From an optimization exercise on the open Yosys and OpenROAD flow, aimed at small area, a short achievable clock period and few clock cycles per item; shortcuts taken in it are not production practice.
Function was checked by simulation only, so behaviour that the tests miss may differ from the original.

==> flow/design.v <==
`timescale 1ns / 1ps
package xng_pkg;
  localparam logic MODE_RESEED   = 1'b0;
  localparam logic MODE_GENERATE = 1'b1;
  localparam logic [4:0] PH_SEED = 5'd0;
  localparam logic [4:0] PH_X27  = 5'd9;
  localparam logic [4:0] PH_FIN  = 5'd18;
endpackage
`timescale 1ns / 1ps
module xng_mul64lo (
  input  logic [2:0]  sel,
  input  logic [7:0]  d,
  input  logic [63:0] hop,
  output logic [63:0] sum
);
  logic [3:0]  dl, dh;
  logic [63:0] tlo;
  logic [59:0] thi;
  logic [63:0] tlo_A;
  logic [63:0] tlo_B;
  logic [63:0] tlo_C0;
  logic [63:0] tlo_C1;
  logic [63:0] tlo_C2;
  logic [63:0] tlo_C3;
  logic [59:0] thi_A;
  logic [59:0] thi_B;
  logic [59:0] thi_C;
  assign dl = d[3:0];
  assign dh = d[7:4];
  assign tlo_A = (dl[3] ? (dl[2] ? (dl[1] ? (dl[0] ? 64'h362c2f64b16975d7 : 64'h76d3e7f79484901e) : (dl[0] ? 64'hb77ba08a779faa65 : 64'hf823591d5abac4ac)) : (dl[1] ? (dl[0] ? 64'h38cb11b03dd5def3 : 64'h7972ca4320f0f93a) : (dl[0] ? 64'hba1a82d6040c1381 : 64'hfac23b68e7272dc8))) : (dl[2] ? (dl[1] ? (dl[0] ? 64'h3b69f3fbca42480f : 64'h7c11ac8ead5d6256) : (dl[0] ? 64'hbcb9652190787c9d : 64'hfd611db4739396e4)) : (dl[1] ? (dl[0] ? 64'h3e08d64756aeb12b : 64'h7eb08eda39c9cb72) : (dl[0] ? 64'hbf58476d1ce4e5b9 : 64'h0))));
  assign tlo_B = (dl[3] ? (dl[2] ? (dl[1] ? (dl[0] ? 64'hb83451f61fe00cc5 : 64'h2364083b0caefada) : (dl[0] ? 64'h8e93be7ff97de8ef : 64'hf9c374c4e64cd704)) : (dl[1] ? (dl[0] ? 64'h64f32b09d31bc519 : 64'hd022e14ebfeab32e) : (dl[0] ? 64'h3b529793acb9a143 : 64'ha6824dd899888f58))) : (dl[2] ? (dl[1] ? (dl[0] ? 64'h11b2041d86577d6d : 64'h7ce1ba6273266b82) : (dl[0] ? 64'he81170a75ff55997 : 64'h534126ec4cc447ac)) : (dl[1] ? (dl[0] ? 64'hbe70dd31399335c1 : 64'h29a09376266223d6) : (dl[0] ? 64'h94d049bb133111eb : 64'h0))));
  assign tlo_C0 = (dl[3] ? (dl[2] ? (dl[1] ? (dl[0] ? 64'h9e3779b97f545f85 : 64'h9e3779b97f53c14e) : (dl[0] ? 64'h9e3779b97f532317 : 64'h9e3779b97f5284e0)) : (dl[1] ? (dl[0] ? 64'h9e3779b97f51e6a9 : 64'h9e3779b97f514872) : (dl[0] ? 64'h9e3779b97f50aa3b : 64'h9e3779b97f500c04))) : (dl[2] ? (dl[1] ? (dl[0] ? 64'h9e3779b97f4f6dcd : 64'h9e3779b97f4ecf96) : (dl[0] ? 64'h9e3779b97f4e315f : 64'h9e3779b97f4d9328)) : (dl[1] ? (dl[0] ? 64'h9e3779b97f4cf4f1 : 64'h9e3779b97f4c56ba) : (dl[0] ? 64'h9e3779b97f4bb883 : 64'h9e3779b97f4b1a4c))));
  assign tlo_C1 = (dl[3] ? (dl[2] ? (dl[1] ? (dl[0] ? 64'h3c6ef372fe9edb9a : 64'h3c6ef372fe9e3d63) : (dl[0] ? 64'h3c6ef372fe9d9f2c : 64'h3c6ef372fe9d00f5)) : (dl[1] ? (dl[0] ? 64'h3c6ef372fe9c62be : 64'h3c6ef372fe9bc487) : (dl[0] ? 64'h3c6ef372fe9b2650 : 64'h3c6ef372fe9a8819))) : (dl[2] ? (dl[1] ? (dl[0] ? 64'h3c6ef372fe99e9e2 : 64'h3c6ef372fe994bab) : (dl[0] ? 64'h3c6ef372fe98ad74 : 64'h3c6ef372fe980f3d)) : (dl[1] ? (dl[0] ? 64'h3c6ef372fe977106 : 64'h3c6ef372fe96d2cf) : (dl[0] ? 64'h3c6ef372fe963498 : 64'h3c6ef372fe959661))));
  assign tlo_C2 = (dl[3] ? (dl[2] ? (dl[1] ? (dl[0] ? 64'hdaa66d2c7de957af : 64'hdaa66d2c7de8b978) : (dl[0] ? 64'hdaa66d2c7de81b41 : 64'hdaa66d2c7de77d0a)) : (dl[1] ? (dl[0] ? 64'hdaa66d2c7de6ded3 : 64'hdaa66d2c7de6409c) : (dl[0] ? 64'hdaa66d2c7de5a265 : 64'hdaa66d2c7de5042e))) : (dl[2] ? (dl[1] ? (dl[0] ? 64'hdaa66d2c7de465f7 : 64'hdaa66d2c7de3c7c0) : (dl[0] ? 64'hdaa66d2c7de32989 : 64'hdaa66d2c7de28b52)) : (dl[1] ? (dl[0] ? 64'hdaa66d2c7de1ed1b : 64'hdaa66d2c7de14ee4) : (dl[0] ? 64'hdaa66d2c7de0b0ad : 64'hdaa66d2c7de01276))));
  assign tlo_C3 = (dl[3] ? (dl[2] ? (dl[1] ? (dl[0] ? 64'h78dde6e5fd33d3c4 : 64'h78dde6e5fd33358d) : (dl[0] ? 64'h78dde6e5fd329756 : 64'h78dde6e5fd31f91f)) : (dl[1] ? (dl[0] ? 64'h78dde6e5fd315ae8 : 64'h78dde6e5fd30bcb1) : (dl[0] ? 64'h78dde6e5fd301e7a : 64'h78dde6e5fd2f8043))) : (dl[2] ? (dl[1] ? (dl[0] ? 64'h78dde6e5fd2ee20c : 64'h78dde6e5fd2e43d5) : (dl[0] ? 64'h78dde6e5fd2da59e : 64'h78dde6e5fd2d0767)) : (dl[1] ? (dl[0] ? 64'h78dde6e5fd2c6930 : 64'h78dde6e5fd2bcaf9) : (dl[0] ? 64'h78dde6e5fd2b2cc2 : 64'h78dde6e5fd2a8e8b))));
  assign thi_A = (dh[3] ? (dh[2] ? (dh[1] ? (dh[0] ? 60'h62c2f64b16975d7 : 60'h6d3e7f79484901e) : (dh[0] ? 60'h77ba08a779faa65 : 60'h823591d5abac4ac)) : (dh[1] ? (dh[0] ? 60'h8cb11b03dd5def3 : 60'h972ca4320f0f93a) : (dh[0] ? 60'ha1a82d6040c1381 : 60'hac23b68e7272dc8))) : (dh[2] ? (dh[1] ? (dh[0] ? 60'hb69f3fbca42480f : 60'hc11ac8ead5d6256) : (dh[0] ? 60'hcb9652190787c9d : 60'hd611db4739396e4)) : (dh[1] ? (dh[0] ? 60'he08d64756aeb12b : 60'heb08eda39c9cb72) : (dh[0] ? 60'hf58476d1ce4e5b9 : 60'h0))));
  assign thi_B = (dh[3] ? (dh[2] ? (dh[1] ? (dh[0] ? 60'h83451f61fe00cc5 : 60'h364083b0caefada) : (dh[0] ? 60'he93be7ff97de8ef : 60'h9c374c4e64cd704)) : (dh[1] ? (dh[0] ? 60'h4f32b09d31bc519 : 60'h22e14ebfeab32e) : (dh[0] ? 60'hb529793acb9a143 : 60'h6824dd899888f58))) : (dh[2] ? (dh[1] ? (dh[0] ? 60'h1b2041d86577d6d : 60'hce1ba6273266b82) : (dh[0] ? 60'h81170a75ff55997 : 60'h34126ec4cc447ac)) : (dh[1] ? (dh[0] ? 60'he70dd31399335c1 : 60'h9a09376266223d6) : (dh[0] ? 60'h4d049bb133111eb : 60'h0))));
  assign thi_C = (dh[3] ? (dh[2] ? (dh[1] ? (dh[0] ? 60'h94539 : 60'h8a702) : (dh[0] ? 60'h808cb : 60'h76a94)) : (dh[1] ? (dh[0] ? 60'h6cc5d : 60'h62e26) : (dh[0] ? 60'h58fef : 60'h4f1b8))) : (dh[2] ? (dh[1] ? (dh[0] ? 60'h45381 : 60'h3b54a) : (dh[0] ? 60'h31713 : 60'h278dc)) : (dh[1] ? (dh[0] ? 60'h1daa5 : 60'h13c6e) : (dh[0] ? 60'h9e37 : 60'h0))));
  always_comb begin
    case (sel)
      3'd0:    tlo = tlo_A;
      3'd1:    tlo = tlo_B;
      3'd4:    tlo = tlo_C0;
      3'd5:    tlo = tlo_C1;
      3'd6:    tlo = tlo_C2;
      default: tlo = tlo_C3;
    endcase
    case (sel)
      3'd0:    thi = thi_A;
      3'd1:    thi = thi_B;
      default: thi = thi_C;
    endcase
  end
  assign sum = hop + tlo + {thi, 4'b0000};
endmodule
`timescale 1ns / 1ps
module xng_emit (
  input  logic       clk,
  input  logic       rst_n,
  input  logic       in_v,
  input  logic [7:0] in_rb,
  input  logic       in_first,
  input  logic       in_last,
  output logic       in_adv,
  output logic       out_tvalid,
  input  logic       out_tready,
  output logic [6:0] out_noise,
  output logic       out_tlast
);
  logic       rb_v, rb_first, rb_last;
  logic [7:0] rb;
  logic [2:0] prev3;
  logic       c9;
  logic       o_v, o_last, sk_v, sk_last;
  logic [6:0] o_d, sk_d;
  logic       push, pop;
  logic [2:0] lo3;
  logic       cin;
  logic [8:0] wsum;
  logic [7:0] wb;
  logic [1:0] adj;
  logic [6:0] m_d;
  assign push   = rb_v && !sk_v;
  assign pop    = o_v && out_tready;
  assign in_adv = !rb_v || !sk_v;
  assign lo3  = rb_first ? 3'b000 : prev3;
  assign cin  = rb_first ? 1'b0 : c9;
  assign wsum = {1'b0, rb} + {1'b0, rb[4:0], lo3} + {8'd0, cin};
  assign wb   = wsum[7:0];
  assign adj  = (wb[7:1] == 7'h7f) ? 2'd2 : (wb[7] || (wb[6:0] == 7'h7f)) ? 2'd1 : 2'd0;
  assign m_d  = wb[6:0] + 7'd65 + {5'd0, adj};
  always_ff @(posedge clk) begin
    if (!rst_n) begin
      rb_v <= 1'b0;
      o_v  <= 1'b0;
      sk_v <= 1'b0;
    end else begin
      if (in_adv) rb_v <= in_v;
      if (sk_v && (!o_v || pop)) begin
        o_v  <= 1'b1;
        sk_v <= 1'b0;
      end else if (push && (!o_v || pop)) begin
        o_v <= 1'b1;
      end else if (push) begin
        sk_v <= 1'b1;
      end else if (pop) begin
        o_v <= 1'b0;
      end
    end
  end
  always_ff @(posedge clk) begin
    if (in_adv && in_v) begin
      rb       <= in_rb;
      rb_first <= in_first;
      rb_last  <= in_last;
    end
    if (push) begin
      prev3 <= rb[7:5];
      c9    <= wsum[8];
    end
    if (sk_v && (!o_v || pop)) begin
      o_d    <= sk_d;
      o_last <= sk_last;
    end else if (push && (!o_v || pop)) begin
      o_d    <= m_d;
      o_last <= rb_last;
    end else if (push) begin
      sk_d    <= m_d;
      sk_last <= rb_last;
    end
  end
  assign out_tvalid = o_v;
  assign out_noise  = o_d;
  assign out_tlast  = o_last;
endmodule
`timescale 1ns / 1ps
import xng_pkg::*;
module xoshiro_int8_noise_generator_unit (
  input  logic        clk,
  input  logic        rst_n,
  input  logic        cfg_valid,
  output logic        cfg_ready,
  input  logic [63:0] cfg_data,
  input  logic        in_tvalid,
  output logic        in_tready,
  input  logic [15:0] in_tdata,
  input  logic        in_tuser,
  output logic        out_tvalid,
  input  logic        out_tready,
  output logic [7:0]  out_tdata,
  output logic        out_tlast
);
  logic        q_v, q_mode;
  logic [3:0]  q_cnt;
  logic [7:0]  q_stream;
  logic        in_rdy_r, cfg_rdy_r;
  logic        q_v_nxt, q_rs_nxt;
  logic [63:0] base_r;
  logic [63:0] s0_r, s1_r, s2_r, s3_r;
  logic        g_act;
  logic [3:0]  g_n;
  logic [2:0]  g_k;
  logic        g_tc;
  logic        e_adv, g_go, g_done, g_last, g_start;
  logic [7:0]  rbyte;
  logic        rcarry;
  logic        c57;
  logic        rs_act;
  logic [1:0]  rs_i;
  logic [4:0]  rs_ph;
  logic [7:0]  rs_stream;
  logic [55:0] h_r;
  logic [63:0] r_r;
  logic        rs_go, rs_start, rs_fin, rs_done, rs_seed;
  logic [2:0]  tsel;
  logic [1:0]  seed_i;
  logic [7:0]  dig;
  logic [63:0] hop, sum, sx, bus;
  assign g_start  = q_v && (q_mode == MODE_GENERATE) && (!rs_act || rs_done) && (!g_act || g_done);
  assign rs_start = q_v && (q_mode == MODE_RESEED) && !rs_act;
  always_comb begin
    q_v_nxt  = q_v;
    q_rs_nxt = q_v && (q_mode == MODE_RESEED);
    if (g_start || rs_start) begin
      q_v_nxt  = 1'b0;
      q_rs_nxt = 1'b0;
    end
    if (in_tvalid && in_rdy_r) begin
      q_v_nxt  = 1'b1;
      q_rs_nxt = (in_tuser == MODE_RESEED);
    end
  end
  always_ff @(posedge clk) begin
    if (!rst_n) begin
      q_v       <= 1'b0;
      in_rdy_r  <= 1'b1;
      cfg_rdy_r <= 1'b1;
      base_r    <= '0;
    end else begin
      q_v       <= q_v_nxt;
      in_rdy_r  <= !q_v_nxt;
      cfg_rdy_r <= !q_rs_nxt && !(rs_act && !rs_done) && !rs_start;
      if (cfg_valid && cfg_rdy_r) base_r <= cfg_data;
    end
  end
  always_ff @(posedge clk) begin
    if (in_tvalid && in_rdy_r) begin
      q_mode   <= in_tuser;
      q_cnt    <= in_tdata[11:8];
      q_stream <= in_tdata[7:0];
    end
  end
  assign in_tready = in_rdy_r;
  assign cfg_ready = cfg_rdy_r;
  assign c57 = ({1'b0, s1_r[56:0]} + {1'b0, s1_r[54:0], 2'b00}) >> 57;
  always_comb begin
    logic [8:0] a, b, t;
    a = '0;
    b = '0;
    case (g_k)
      3'd0: begin a = {2'b0, s1_r[63:57]}; b = {2'b0, s1_r[61:55]}; end
      3'd1: begin a = {1'b0, s1_r[8:1]};   b = {1'b0, s1_r[6:0], 1'b0}; end
      3'd2: begin a = {1'b0, s1_r[16:9]};  b = {1'b0, s1_r[14:7]};  end
      3'd3: begin a = {1'b0, s1_r[24:17]}; b = {1'b0, s1_r[22:15]}; end
      3'd4: begin a = {1'b0, s1_r[32:25]}; b = {1'b0, s1_r[30:23]}; end
      3'd5: begin a = {1'b0, s1_r[40:33]}; b = {1'b0, s1_r[38:31]}; end
      3'd6: begin a = {1'b0, s1_r[48:41]}; b = {1'b0, s1_r[46:39]}; end
      default: begin a = {1'b0, s1_r[56:49]}; b = {1'b0, s1_r[54:47]}; end
    endcase
    t = a + b + {8'd0, (g_k == 3'd0) ? c57 : g_tc};
    if (g_k == 3'd0) begin
      rbyte  = {s1_r[0], t[6:0]};
      rcarry = 1'b0;
    end else begin
      rbyte  = t[7:0];
      rcarry = t[8];
    end
  end
  assign g_go   = g_act && e_adv;
  assign g_last = (g_n == 4'd0) || ({1'b0, g_k} == g_n - 4'd1);
  assign g_done = g_go && g_last;
  always_ff @(posedge clk) begin
    if (!rst_n) begin
      g_act <= 1'b0;
    end else begin
      if (g_start) g_act <= 1'b1;
      else if (g_done) g_act <= 1'b0;
    end
  end
  always_ff @(posedge clk) begin
    if (g_start) begin
      g_n  <= (q_cnt > 4'd8) ? 4'd8 : q_cnt;
      g_k  <= 3'd0;
      g_tc <= 1'b0;
    end else if (g_go) begin
      g_k  <= g_k + 3'd1;
      g_tc <= rcarry;
    end
  end
  xng_emit u_emit (
    .clk        (clk),
    .rst_n      (rst_n),
    .in_v       (g_act && (g_n != 4'd0)),
    .in_rb      (rbyte),
    .in_first   (g_k == 3'd0),
    .in_last    (g_last),
    .in_adv     (e_adv),
    .out_tvalid (out_tvalid),
    .out_tready (out_tready),
    .out_noise  (out_tdata[6:0]),
    .out_tlast  (out_tlast)
  );
  assign out_tdata[7] = 1'b0;
  assign rs_go   = rs_act && !((rs_ph == PH_FIN) && g_act);
  assign rs_fin  = rs_go && (rs_ph == PH_FIN);
  assign rs_done = rs_fin && (rs_i == 2'd3);
  assign rs_seed = (rs_ph == PH_SEED) || (rs_ph == PH_FIN);
  assign seed_i  = (rs_ph == PH_SEED) ? 2'd0 : rs_i + 2'd1;
  always_comb begin
    if (rs_seed) tsel = {1'b1, seed_i};
    else if (rs_ph < PH_X27) tsel = 3'd0;
    else tsel = 3'd1;
  end
  assign dig = rs_seed ? rs_stream : r_r[7:0];
  assign hop = rs_seed ? base_r : {8'd0, h_r};
  xng_mul64lo u_mul (
    .sel (tsel),
    .d   (dig),
    .hop (hop),
    .sum (sum)
  );
  assign sx  = sum ^ (sum >> 30);
  assign bus = r_r ^ (r_r >> 31);
  always_ff @(posedge clk) begin
    if (!rst_n) begin
      rs_act <= 1'b0;
    end else begin
      if (rs_start) rs_act <= 1'b1;
      else if (rs_done) rs_act <= 1'b0;
    end
  end
  always_ff @(posedge clk) begin
    if (rs_start) begin
      rs_stream <= q_stream;
      rs_i      <= 2'd0;
      rs_ph     <= PH_SEED;
    end else if (rs_go) begin
      if (rs_ph == PH_FIN) begin
        rs_i  <= rs_i + 2'd1;
        rs_ph <= 5'd1;
      end else begin
        rs_ph <= rs_ph + 5'd1;
      end
    end
    if (rs_go) begin
      if (rs_seed) begin
        r_r <= sx;
        h_r <= '0;
      end else if (rs_ph == PH_X27) begin
        r_r <= r_r ^ (r_r >> 27);
        h_r <= '0;
      end else begin
        r_r <= {sum[7:0], r_r[63:8]};
        h_r <= sum[63:8];
      end
    end
  end
  always_ff @(posedge clk) begin
    if (!rst_n) begin
      s0_r <= '0;
      s1_r <= '0;
      s2_r <= '0;
      s3_r <= '0;
    end else if (rs_fin) begin
      case (rs_i)
        2'd0:    s0_r <= bus;
        2'd1:    s1_r <= bus;
        2'd2:    s2_r <= bus;
        default: s3_r <= bus;
      endcase
    end else if (g_done) begin
      s0_r <= s0_r ^ s3_r ^ s1_r;
      s1_r <= s1_r ^ s2_r ^ s0_r;
      s2_r <= s2_r ^ s0_r ^ {s1_r[46:0], 17'd0};
      s3_r <= {s3_r[18:0] ^ s1_r[18:0], s3_r[63:19] ^ s1_r[63:19]};
    end
  end
endmodule
==> flow/run.sh <==
#!/bin/bash
# synth_recipe.tcl (not shown) runs the flow's synth.tcl, then flattens the netlist and writes it again
# the make line also repeats each setting of config.mk as NAME=value (left out here)
make -C /OpenROAD-flow-scripts/flow DESIGN_CONFIG=/design/flow/config.mk WORK_HOME=/design/flow/orfs CLKGATE_MAP_FILE= SYNTH_SCRIPT=/design/flow/synth_recipe.tcl finish
==> flow/config.mk <==
export PLATFORM = sky130hd
export DESIGN_NAME = xoshiro_int8_noise_generator_unit
export DESIGN_NICKNAME = xoshiro_int8_noise_generator_unit
export VERILOG_FILES = /design/flow/design.v
export SDC_FILE = /design/flow/constraint.sdc
export NUM_CORES = 4
export LEC_CHECK = 0
export CAP_MARGIN = 20
export CORE_MARGIN = 2
export CORE_UTILIZATION = 40
export SLEW_MARGIN = 20
==> flow/constraint.sdc <==
create_clock -name core_clock -period 11.0 [get_ports {clk}]
set_input_delay 2.2000 -clock core_clock [delete_from_list [all_inputs] [get_ports {clk}]]
set_output_delay 2.2000 -clock core_clock [all_outputs]
set_load 0.01 [all_outputs]
==> summary.txt <==
## Yosys cell counts (13+ instances only)
cell type,n
xor2_1,155
o22ai_1,22
and2_1,34
o221a_2,41
nand4_1,38
dfxtp_1,339
a311oi_1,68
inv_1,194
o211ai_1,31
nor3b_1,14
buf_1,50
xnor2_1,223
a31oi_1,39
o31ai_1,50
ha_1,174
nand2_1,621
buf_2,16
a21oi_1,514
fa_1,65
nand2b_1,20
nand3b_1,34
and3_1,19
nor3_1,130
mux2i_1,52
a221oi_1,26
nand3_1,85
a211oi_1,35
nor2b_1,25
o21ai_0,373
mux2_2,17
edfxtp_1,175
o21a_1,13
o21bai_1,22
a22oi_1,52
a21o_1,65
clkbuf_1,293
nor2_1,519
## kinds of logic (layout without fill, tap and decap cells)
group	after synthesis	count (layout)	synth area share, %
AO/OA/AOI/OAI	1453	1453	24.2
adder cells (fa/ha/maj)	239	239	9.26
XOR/XNOR	379	379	8.85
other	1	1	0.00998
flip-flops	514	514	32.0
buffers and inverters	559	470	5.66
multiplexers	71	71	2.01
AND/OR/NAND/NOR	1566	1566	18.0
## final timing paths
check | from | endpoint | slack, ns | depth (start not counted)
worst min register to register | q_stream[3] | rs_stream[3] | 0.43 | 0
worst max register to register | rs_ph[0] | r_r[10] | 2.04 | 26
worst max-delay path | rs_ph[0] | r_r[10] | 2.04 | 26
worst min-delay path | q_stream[3] | rs_stream[3] | 0.43 | 0
## cell type report
cell class | count | area, um^2 | share of cell area (%)
clock buffers | 82 | 1690 | 4.10
clock inverters | 30 | 297 | 0.718
inverters | 198 | 753 | 1.82
multi-input cells | 3709 | 23500 | 57.0
flip-flops and latches | 514 | 12000 | 29.2
well taps | 1254 | 1570 | 3.80
repair buffers | 160 | 1430 | 3.45
## state kept, by name, indices dropped and copies added, names as in the netlist, 2 cells and up
register / flops
base_r: 64
r_r: 64
s0_r: 64
s1_r: 64
s2_r: 64
s3_r: 64
h_r: 56
q_stream: 8
rs_stream: 8
u_emit.rb: 8
u_emit.o_d: 7
u_emit.sk_d: 7
rs_ph: 5
g_n: 4
q_cnt: 4
g_k: 3
u_emit.prev3: 3
rs_i: 2
## per-stage QoR
stage | hold WS [ns] | std cells | utilization (%)
final | 0.432 | 5947 | 44.3
after CTS | 0.436 | 5947 | 44.3
after global routing | 0.445 | 5947 | 44.3
after floorplan | 0.400 | 4782 | -
after detailed placement | 0.423 | 5835 | 42.2
after global placement | 0.424 | 5835 | 42.2
## routing by layer
| metal | global-route usage, % | share of wire [%] | vias up | routed length, um |
|---|---|---|---|---|
| met5 | 0 | 0 | - | 0 |
| met4 | 16.7 | 6.4 | 0 | 9490 |
| met3 | 4.77 | 7.7 | 360 | 11400 |
| met2 | 48.5 | 45 | 1592 | 66600 |
| met1 | 38.8 | 41 | 17254 | 60300 |
| li1 | - | - | 16650 | - |
## worst reg2reg max path: cells and delay by family (launching register included)
kind	cells	cell delay [ns]
AO/OA/AOI/OAI	10	2.64
XOR/XNOR	2	0.92
adder cells (fa/ha/maj)	4	2.01
buffers and inverters	3	1.08
flip-flops	1	0.46
AND/OR/NAND/NOR	7	1.53
==> impl_metrics.tcl <==
set metrics [dict create \
    run_status "finished clean" \
    remaining_drc_errors 0 \
    synth_top_area_share_pct 18.1 \
    grt_antenna_before_repair 1 \
    worstPathMaxFanout 71 \
    final_cell_area_um2 41300 \
    grt_pass1_vias 33515 \
    yosys_warnings 3 \
    dr.pass1.iters 8 \
    maxCapViolCount 0 \
    antenna_left 0 \
    drt-initial-drc-count 4116 \
    core_um2 93200 \
    dp.final_hpwl_um 108000 \
    fp.dieArea_um2 96400 \
    hold_path.class "flop to flop" \
    area_delta_synth_final_pct 9.93 \
    clockBufferDepth 3 \
    layout_commonest_cell "nand2_1" \
    synth_sequential_area_ratio_pct 32.0 \
    fin_crit_ns 8.96 \
    synth_area_leaders "dfxtp_1 (18%), edfxtp_1 (14%), a21oi_1 (6.8%), nand2_1 (6.2%), ha_1 (5.8%)" \
    vias_per_cell 6.03 \
    worstPathRequired_ns 11.36 \
    synth_top_cell_by_area "dfxtp_1" \
    synth_flop_cell "dfxtp_1" \
    max-slew-margin-rel_pct 17.3 \
    h-tree-depth 2 \
    ys_seq_elements 514 \
    synthArstFlopShare_pct 0 \
    pin_count 98 \
    grt_usage_pct 30.2 \
    hold_buffers 0 \
    post_cts_buffers 0 \
    fin_skew_ns 0.0362 \
    antenna_cells 0 \
    synth_area_um2 37600 \
    synth_nets 5107 \
    avgSynthCellArea_um2 7.86 \
    cp_slowest_stage_delay_ns 0.90 \
    ys_types 83 \
    gp_congestion 1.01 \
    tightest_slew_ns 1.23 \
    dpl_worst_slack_ns 2.42 \
    grt_pass1_wl_um 219000 \
    wire_per_inst_um 24.9 \
    clkTransAtPathRegs_ns 0.06 \
    final_cell_mix "nand2_1 (612), nor2_1 (516), a21oi_1 (513), o21ai_0 (373), dfxtp_1 (339)" \
    setup_viol 0 \
    cp-start-kind "flop" \
    drv_slew 0 \
    cp_slowest_cell "ha_1" \
    placed_area_um2 39300 \
    end_kind "flop" \
    num_vias 35856 \
    initial_core_util_pct 40.3 \
    cts_resized 0 \
    cpLargestDelayFamily "compound AO/OA/AOI/OAI gates" \
    routed_wl_um 148000 \
    rsz0062_at_grt "false" \
    ctsRootBufferMaster "clkbuf_16" \
    setup-tns-final_ns 0 \
    die_w_um 310 \
    synth-edff-count 175 \
    fp-row-count 112 \
    portBuffers 92 \
    insertion_delay_ns 0.67 \
    n_fill_cell 9353 \
    die_y_um 310 \
    cts_sinks 514 \
    worst_slack_ns 2.04 \
    numCtsBuffers 59 \
    syn-instance-count 4782 \
    layout-drive-gt1-share_pct 5.75 \
    cp_common_cell "a21oi_1" \
    nNetsFinal 4967 \
    final_hold_viol_count 0 \
    path_buf_inv 3 \
    fin_crit_sh_pct 81.5 \
    gr-total-overflow 0 \
    critical_path_class "flop to flop" \
    fmax_mhz 112 \
    cts_tree "yes" \
    grt_max_degree 137 \
    cp.arrival_ns 9.32 \
]
Testbench counts, summed over its fixed seeds: cycles 19,961, bytes 16,560.

## port drivers added, routing unchanged
Ports are ideal in the flow. The routed layout listed here was re-timed in OpenROAD. Step 1 sets driving cells, clkbuf_16 on the clock port and buf_2 on the other inputs (assumed; they add their load-dependent delay and slew). Step 2 also shifts input and output timing later by t, the mid clock arrival at the registers, as if the neighbouring blocks saw the same clock. Slacks: ideal / step 1 / step 2; pairs: ideal / step 1.
t, ns: 0.722
setup WS [ns]: 2.039 / 2.039 / 2.039
latest minus earliest clock arrival (ns): 0.041 / 0.041
After both steps this run still meets setup and hold. For this run, drivers alone change the setup slack by 0.000 ns; drivers and shift together by 0.000 ns.
